What follows belongs to an exercise in optimizing a design on an open flow for small area and a short achievable clock period; a production flow would make more cautious choices.
RTL that was checked went through simulation tests only; none was proved equivalent to the original.
Power and IR drop assume default switching activity.

// cpu_alu
module cpu_alu #(
    parameter int WIDTH = pkg_cpu_alu::ALU_WIDTH
) (
    input  logic             clk,
    input  logic             rst,
    input  logic             in_valid,
    input  logic [WIDTH-1:0] a,
    input  logic [WIDTH-1:0] b,
    input  logic [3:0]       oper,
    input  logic [3:0]       flags_in,
    output logic             out_valid,
    output logic [WIDTH-1:0] result,
    output logic [3:0]       flags_out
);
For scale: roughly 2,100 cells after synthesis, roughly 18,000 sq um of cells after synthesis.
export LEC_CHECK = 0
export CAP_MARGIN = 20
export CORE_MARGIN = 2
export CORE_UTILIZATION = 70
export SETUP_SLACK_MARGIN = 3.3
export SLEW_MARGIN = 20
export SYNTH_HIERARCHICAL = 1
create_clock -name core_clock -period 11.0 [get_ports {clk}]
standard.sh (not shown) runs the stock make flow with config.mk's settings and CLKGATE_MAP_FILE= SYNTH_SCRIPT=/design/flow/synth_recipe.tcl, a recipe that flattens the netlist after the stock synthesis.
==> flow/flow/run.sh <==
#!/bin/bash
# Standard layout, except that the port buffers are plain buf_2 cells instead of the
# resizer's default choice.
set -e
export BUFFER_PORTS_ARGS="-buffer_cell sky130_fd_sc_hd__buf_2"
bash standard.sh > standard.log 2>&1
==> next run, changes <==
--- a/flow/config.mk
+++ b/flow/config.mk
@@ -8,6 +8,6 @@
 export CAP_MARGIN = 20
 export CORE_MARGIN = 2
-export CORE_UTILIZATION = 70
-export SETUP_SLACK_MARGIN = 3.3
+export CORE_UTILIZATION = 60
+export SETUP_SLACK_MARGIN = 3.0
 export SLEW_MARGIN = 20
 export SYNTH_HIERARCHICAL = 1
Result: The changed run produced a clean layout; setup slack degrades by 0.18 ns; worst hold slack degrades by 0.0057 ns; utilization is lower by 14 points; die area is higher by 16%; wire length is lower by 1.6%; clock power is lower by 15%; clock-buffer cell count is higher by 1; combinational power is lower by 10%; flip-flop and latch count does not change; maximum frequency is lower by 2.3%.
==> next run, changes <==
--- a/flow/config.mk
+++ b/flow/config.mk
@@ -8,6 +8,7 @@
 export CAP_MARGIN = 20
 export CORE_MARGIN = 2
-export CORE_UTILIZATION = 60
-export SETUP_SLACK_MARGIN = 3.0
+export CORE_UTILIZATION = 65
+export PLACE_DENSITY = 0.72
+export SETUP_SLACK_MARGIN = 3.3
 export SLEW_MARGIN = 20
 export SYNTH_HIERARCHICAL = 1
Total power increases by 6.9%.
Count of clock-buffer cells in the layout decreases by 1.
Final area increases by 2.9%.
Setup slack gains 0.22 ns.
Cell count increases by 0.38%.
Area after synthesis is unchanged.
Routed wire length increases by 2.5%.
Worst hold slack loses 0.0057 ns.
Critical path depth decreases by 4.
Clock power increases by 23%.
==> next run, changes <==
--- a/flow/config.mk
+++ b/flow/config.mk
@@ -9,6 +9,5 @@
 export CORE_MARGIN = 2
 export CORE_UTILIZATION = 65
-export PLACE_DENSITY = 0.72
-export SETUP_SLACK_MARGIN = 3.3
+export SETUP_SLACK_MARGIN = 3.4
 export SLEW_MARGIN = 20
 export SYNTH_HIERARCHICAL = 1
What happened: Worst setup slack is better by 0.074 ns; power hardly moves; via count came out higher by 1.4%.

* * *

## wip/indigo
Another version of the RTL of cpu_alu (not shown whole).
Size: roughly 2,500 cells after synthesis, roughly 36 flip-flops, roughly 110 I/O pins, ~0.020 sq mm of cells after synthesis.
export LEC_CHECK = 0
export CAP_MARGIN = 20
export CORE_MARGIN = 2
export CORE_UTILIZATION = 60
export SETUP_SLACK_MARGIN = 2
export SLEW_MARGIN = 20
export SYNTH_HIERARCHICAL = 1
create_clock -name core_clock -period 11.0 [get_ports {clk}]
Scripts as last shown in full above: flow/flow/run.sh
### wip/indigo -> wip/tundra
- SETUP_SLACK_MARGIN changed from 2 to 4
## What came out
Relative to wip/indigo, wip/tundra degrades via count. Clock-buffer cell count in wip/tundra vs wip/indigo: down 1. Number of combinational gates with multiple inputs delta (wip/tundra -> wip/indigo): insignificant. In wip/tundra, the non-clock buffer count came out 200 above the value in wip/indigo. wip/tundra vs wip/indigo — design area rose about 20%. wip/tundra reports a higher combinational power than wip/indigo does. The estimated power of wip/tundra ends up higher than the estimate for wip/indigo.
For wip/garnet, these inputs were changed with respect to wip/tundra:
==> flow/flow/run.sh <==
#!/bin/bash
# Standard layout, except that the port buffers are plain buf_2 cells instead of the
# resizer's default choice, and non-critical cells are downsized after global routing.
set -e
export BUFFER_PORTS_ARGS="-buffer_cell sky130_fd_sc_hd__buf_2"
export RECOVER_POWER=100
bash standard.sh > standard.log 2>&1
### Flow results
- Nothing crashed in wip/garnet and all stages finished; the problem is that the final layout failed, the offending checks being max-capacitance violations, max-slew violations.
- Clock group share of total power of wip/tundra is on par with wip/garnet.
- Compared with wip/tundra, in wip/garnet register share of the cell area saw little to no change; design area saw a decrease.
- Routability-driven placement congestion ratio: wip/tundra vs wip/garnet identical
- The wire length on wip/tundra is in line with that on wip/garnet.
- Stage delay of the slowest cell on the critical path came out higher on wip/garnet than on wip/tundra.
- The measured slew at the worst slew-check pin in wip/garnet sits 1.01 ns above the value recorded for wip/tundra.
The following lists how wip/delta was set up differently from wip/garnet:
- SETUP_SLACK_MARGIN: 4 -> 5
==> flow/flow/run.sh <==
#!/bin/bash
# Standard layout, except that the port buffers are plain buf_2 cells instead of the
# resizer's default choice.
set -e
export BUFFER_PORTS_ARGS="-buffer_cell sky130_fd_sc_hd__buf_2"
bash standard.sh > standard.log 2>&1
Results
wip/delta: flow completed, timing, DRC and antenna clean
Reported for wip/garnet and wip/delta, synthesized cell count turned out identical to the last digit.
For multi-input logic cell count, wip/delta and wip/garnet come out practically identical.
Detailed placer's ending HPWL in wip/delta is about 1.8% higher than in wip/garnet
Min fraction of standard cell area in multi-input logic across wip/garnet and wip/delta: wip/delta
The clock network power share number comes out higher for wip/garnet vs wip/delta.
From wip/garnet to wip/delta, sequential fraction of the synthesis area did not move at all.
The cell count after placement was comparable across wip/garnet and wip/delta.

* * *

Setup of before:
cpu_alu, a different RTL version from the one above (not shown whole).
Size in the first run: ~2300 cells after synthesis, about 36 flip-flops, roughly 110 I/O pins.
Settings: LEC_CHECK=0, CAP_MARGIN=20, CORE_MARGIN=2, CORE_UTILIZATION=40, SETUP_SLACK_MARGIN=5, SLEW_MARGIN=20, SYNTH_HIERARCHICAL=1; clock period 11.0 ns.
run.sh (not shown) runs the stock make flow with config.mk's settings and CLKGATE_MAP_FILE= SYNTH_SCRIPT=/design/flow/synth_recipe.tcl, a recipe that flattens the netlist after the stock synthesis.
Stock flow here: none of the scripts above is used.
Changes in after relative to before:
Settings: SETUP_SLACK_MARGIN: 5 -> 3.
[summary]
after vs before on buffers plus inverters on the worst setup path: after is the higher one. Lower met3 wire length goes to after over before. Between after and before, the power in the clock group figures differ only marginally. Peak clock frequency supported by timing delta (after -> before): insignificant. There was hardly any difference in number of placed instances, taps included between after and before. after: power is 100 µW lower than what before reported.
Function was not checked in any run of this note: the RTL went through the layout flow alone.

* * *

Another version of the RTL of cpu_alu (not shown whole).
For scale: ~2100 cells after synthesis, about 36 flip-flops, ~110 I/O pins.
clock: 11.0 ns
lec_check: 0
cap_margin: 20
core_margin: 2
core_utilization: 60
setup_slack_margin: 3.0
slew_margin: 20
synth_hierarchical: 1
standard.sh (not shown) runs the stock make flow with config.mk's settings and CLKGATE_MAP_FILE= SYNTH_SCRIPT=/design/flow/synth_recipe.tcl, a recipe that flattens the netlist after the stock synthesis.
==> flow/flow/run.sh <==
#!/bin/bash
# Standard layout, except that the port buffers are plain buf_2 cells instead of the
# resizer's default choice.
set -e
export BUFFER_PORTS_ARGS="-buffer_cell sky130_fd_sc_hd__buf_2"
bash standard.sh > standard.log 2>&1
Rerun with:
- SETUP_SLACK_MARGIN: 3.0 -> 3.3
What happened: The new run completed with no timing, DRC or antenna violations. Die area is unchanged. Synthesized area is unchanged. Routed wire length grows by a few percent. Global-route usage goes up by 1.6 points. Hold slack is about the same. Sequential power stays flat. Non-clock buffer count climbs by 12.
No functional check of the RTL was part of any run of this note.

* * *

cpu_alu with an RTL version that a note above also has.
For scale: about 2,100 cells after synthesis, ~36 flip-flops, ~110 I/O pins, ~18,000 um2 of cells after synthesis.
==> flow/design.v (excerpt) <==
module cpu_alu #(
    parameter int WIDTH = pkg_cpu_alu::ALU_WIDTH
) (
    input  logic             clk,
    input  logic             rst,
    input  logic             in_valid,
    input  logic [WIDTH-1:0] a,
    input  logic [WIDTH-1:0] b,
    input  logic [3:0]       oper,
    input  logic [3:0]       flags_in,
    output logic             out_valid,
    output logic [WIDTH-1:0] result,
    output logic [3:0]       flags_out
);
export LEC_CHECK = 0
export CAP_MARGIN = 20
export CORE_MARGIN = 2
export CORE_UTILIZATION = 65
export SETUP_SLACK_MARGIN = 3.3
export SLEW_MARGIN = 20
export SYNTH_HIERARCHICAL = 1
create_clock -name core_clock -period 11.0 [get_ports {clk}]
==> flow/flow/run.sh <==
#!/bin/bash
# Standard layout, except that the port buffers are plain buf_4 cells instead of the
# resizer's default choice.
set -e
export BUFFER_PORTS_ARGS="-buffer_cell sky130_fd_sc_hd__buf_4"
bash standard.sh > standard.log 2>&1
The starting point finished with timing, DRC and antenna clean.
Rerun with:
==> flow/flow/run.sh (replaced) <==
#!/bin/bash
# Standard layout, except that the port buffers are plain buf_2 cells instead of the
# resizer's default choice.
set -e
export BUFFER_PORTS_ARGS="-buffer_cell sky130_fd_sc_hd__buf_2"
bash standard.sh > standard.log 2>&1
CORE_UTILIZATION = 60   (was 65)
SETUP_SLACK_MARGIN = 3.5   (was 3.3)
Power falls by 0.34%. Setup slack gains 230 ps. Via count stays flat. Final area rises by 3.5%. Maximum frequency rises by 3.1%. Combinational power is about the same. Non-clock buffer count rises by 17. Synthesized area is unchanged. Routed wire length rises by 4.4%. Worst hold slack hardly moves. Global-route usage falls by 1.6 points.
Rerun with:
CORE_UTILIZATION = 65   (was 60)
SETUP_SLACK_MARGIN = 3.1   (was 3.5)
=> Routed wire length falls by 7.5%. Final area falls by about 6.4%. Clock power rises by about 21%. Die area falls by 7.5%. Final cell count falls by about 1.1%. Utilization rises by 1.6 points. Area after synthesis is unchanged. Worst setup slack gets worse by 350 ps. Total power hardly moves. Count of clock-buffer cells in the layout rises by 2.
Rerun with:
CORE_UTILIZATION = 60   (was 65)
SETUP_SLACK_MARGIN = 3.3   (was 3.1)
Routed wire length increases by 2.1%.
Hold slack gets worse by 17 ps.
Power decreases by 1.6%.
Synthesized cell count is unchanged.
Sequential power barely changes.
Setup slack gets better by 270 ps.

==> what the ideal ports hide <==
Ports are ideal in the flow. The routed layouts listed here were re-timed in OpenROAD. Step 1 (the two cells are an assumption about what drives the block):
set clk [get_ports {clk}]
set_driving_cell -lib_cell sky130_fd_sc_hd__clkbuf_16 $clk
set_driving_cell -lib_cell sky130_fd_sc_hd__buf_2 [delete_from_list [all_inputs] $clk]
Step 2 adds t to the input delays and takes it off the output delays; t is the mean of the earliest and latest rising clock arrival at the registers after step 1. Input paths then give back, and output paths get back, about the clock's delay inside the block. Three values: ideal, step 1, step 2; two values: the first two.
| run | t, ns | slack for setup (ns) | latest minus earliest clock arrival (ns) | slew at the worst register clock pin (ns) |
|---|---|---|---|---|
| the first run of note 1 | 0.324 | 3.313 / 3.223 / 2.899 | 0.016 / 0.016 | 0.07 / 0.07 |
| the second run of note 1 | 0.334 | 3.129 / 3.144 / 2.810 | 0.011 / 0.012 | 0.06 / 0.06 |
| the third run of note 1 | 0.344 | 3.345 / 3.361 / 3.018 | 0.017 / 0.017 | 0.07 / 0.07 |
| the fourth run of note 1 | 0.348 | 3.419 / 3.289 / 2.941 | 0.019 / 0.019 | 0.07 / 0.07 |
| wip/indigo | 0.339 | 2.310 / 2.330 / 1.991 | 0.008 / 0.008 | 0.06 / 0.06 |
| wip/tundra | 0.328 | 3.552 / 3.492 / 3.165 | 0.010 / 0.009 | 0.06 / 0.06 |
| wip/garnet | 0.328 | 2.161 / 2.081 / 1.753 | 0.009 / 0.010 | 0.06 / 0.06 |
| wip/delta | 0.336 | 3.490 / 3.445 / 3.110 | 0.012 / 0.011 | 0.06 / 0.06 |
| before | 0.320 | 2.292 / 2.301 / 1.981 | 0.008 / 0.008 | 0.06 / 0.06 |
| after | 0.322 | 2.300 / 2.295 / 1.973 | 0.004 / 0.004 | 0.06 / 0.06 |
| the first run of note 4 | 0.317 | 3.092 / 3.102 / 2.786 | 0.008 / 0.007 | 0.06 / 0.06 |
| the second run of note 4 | 0.320 | 3.363 / 3.295 / 2.975 | 0.008 / 0.008 | 0.06 / 0.06 |
| the first run of note 5 | 0.334 | 3.294 / 3.169 / 2.836 | 0.020 / 0.019 | 0.07 / 0.07 |
| the second run of note 5 | 0.339 | 3.527 / 3.410 / 3.071 | 0.012 / 0.012 | 0.06 / 0.06 |
| the third run of note 5 | 0.322 | 3.178 / 3.180 / 2.859 | 0.015 / 0.015 | 0.06 / 0.06 |
| the fourth run of note 5 | 0.336 | 3.452 / 3.456 / 3.120 | 0.016 / 0.015 | 0.07 / 0.07 |
For the fourth run of note 1, which loses most, drivers alone change the setup slack by -0.130 ns; drivers and shift together by -0.478 ns.
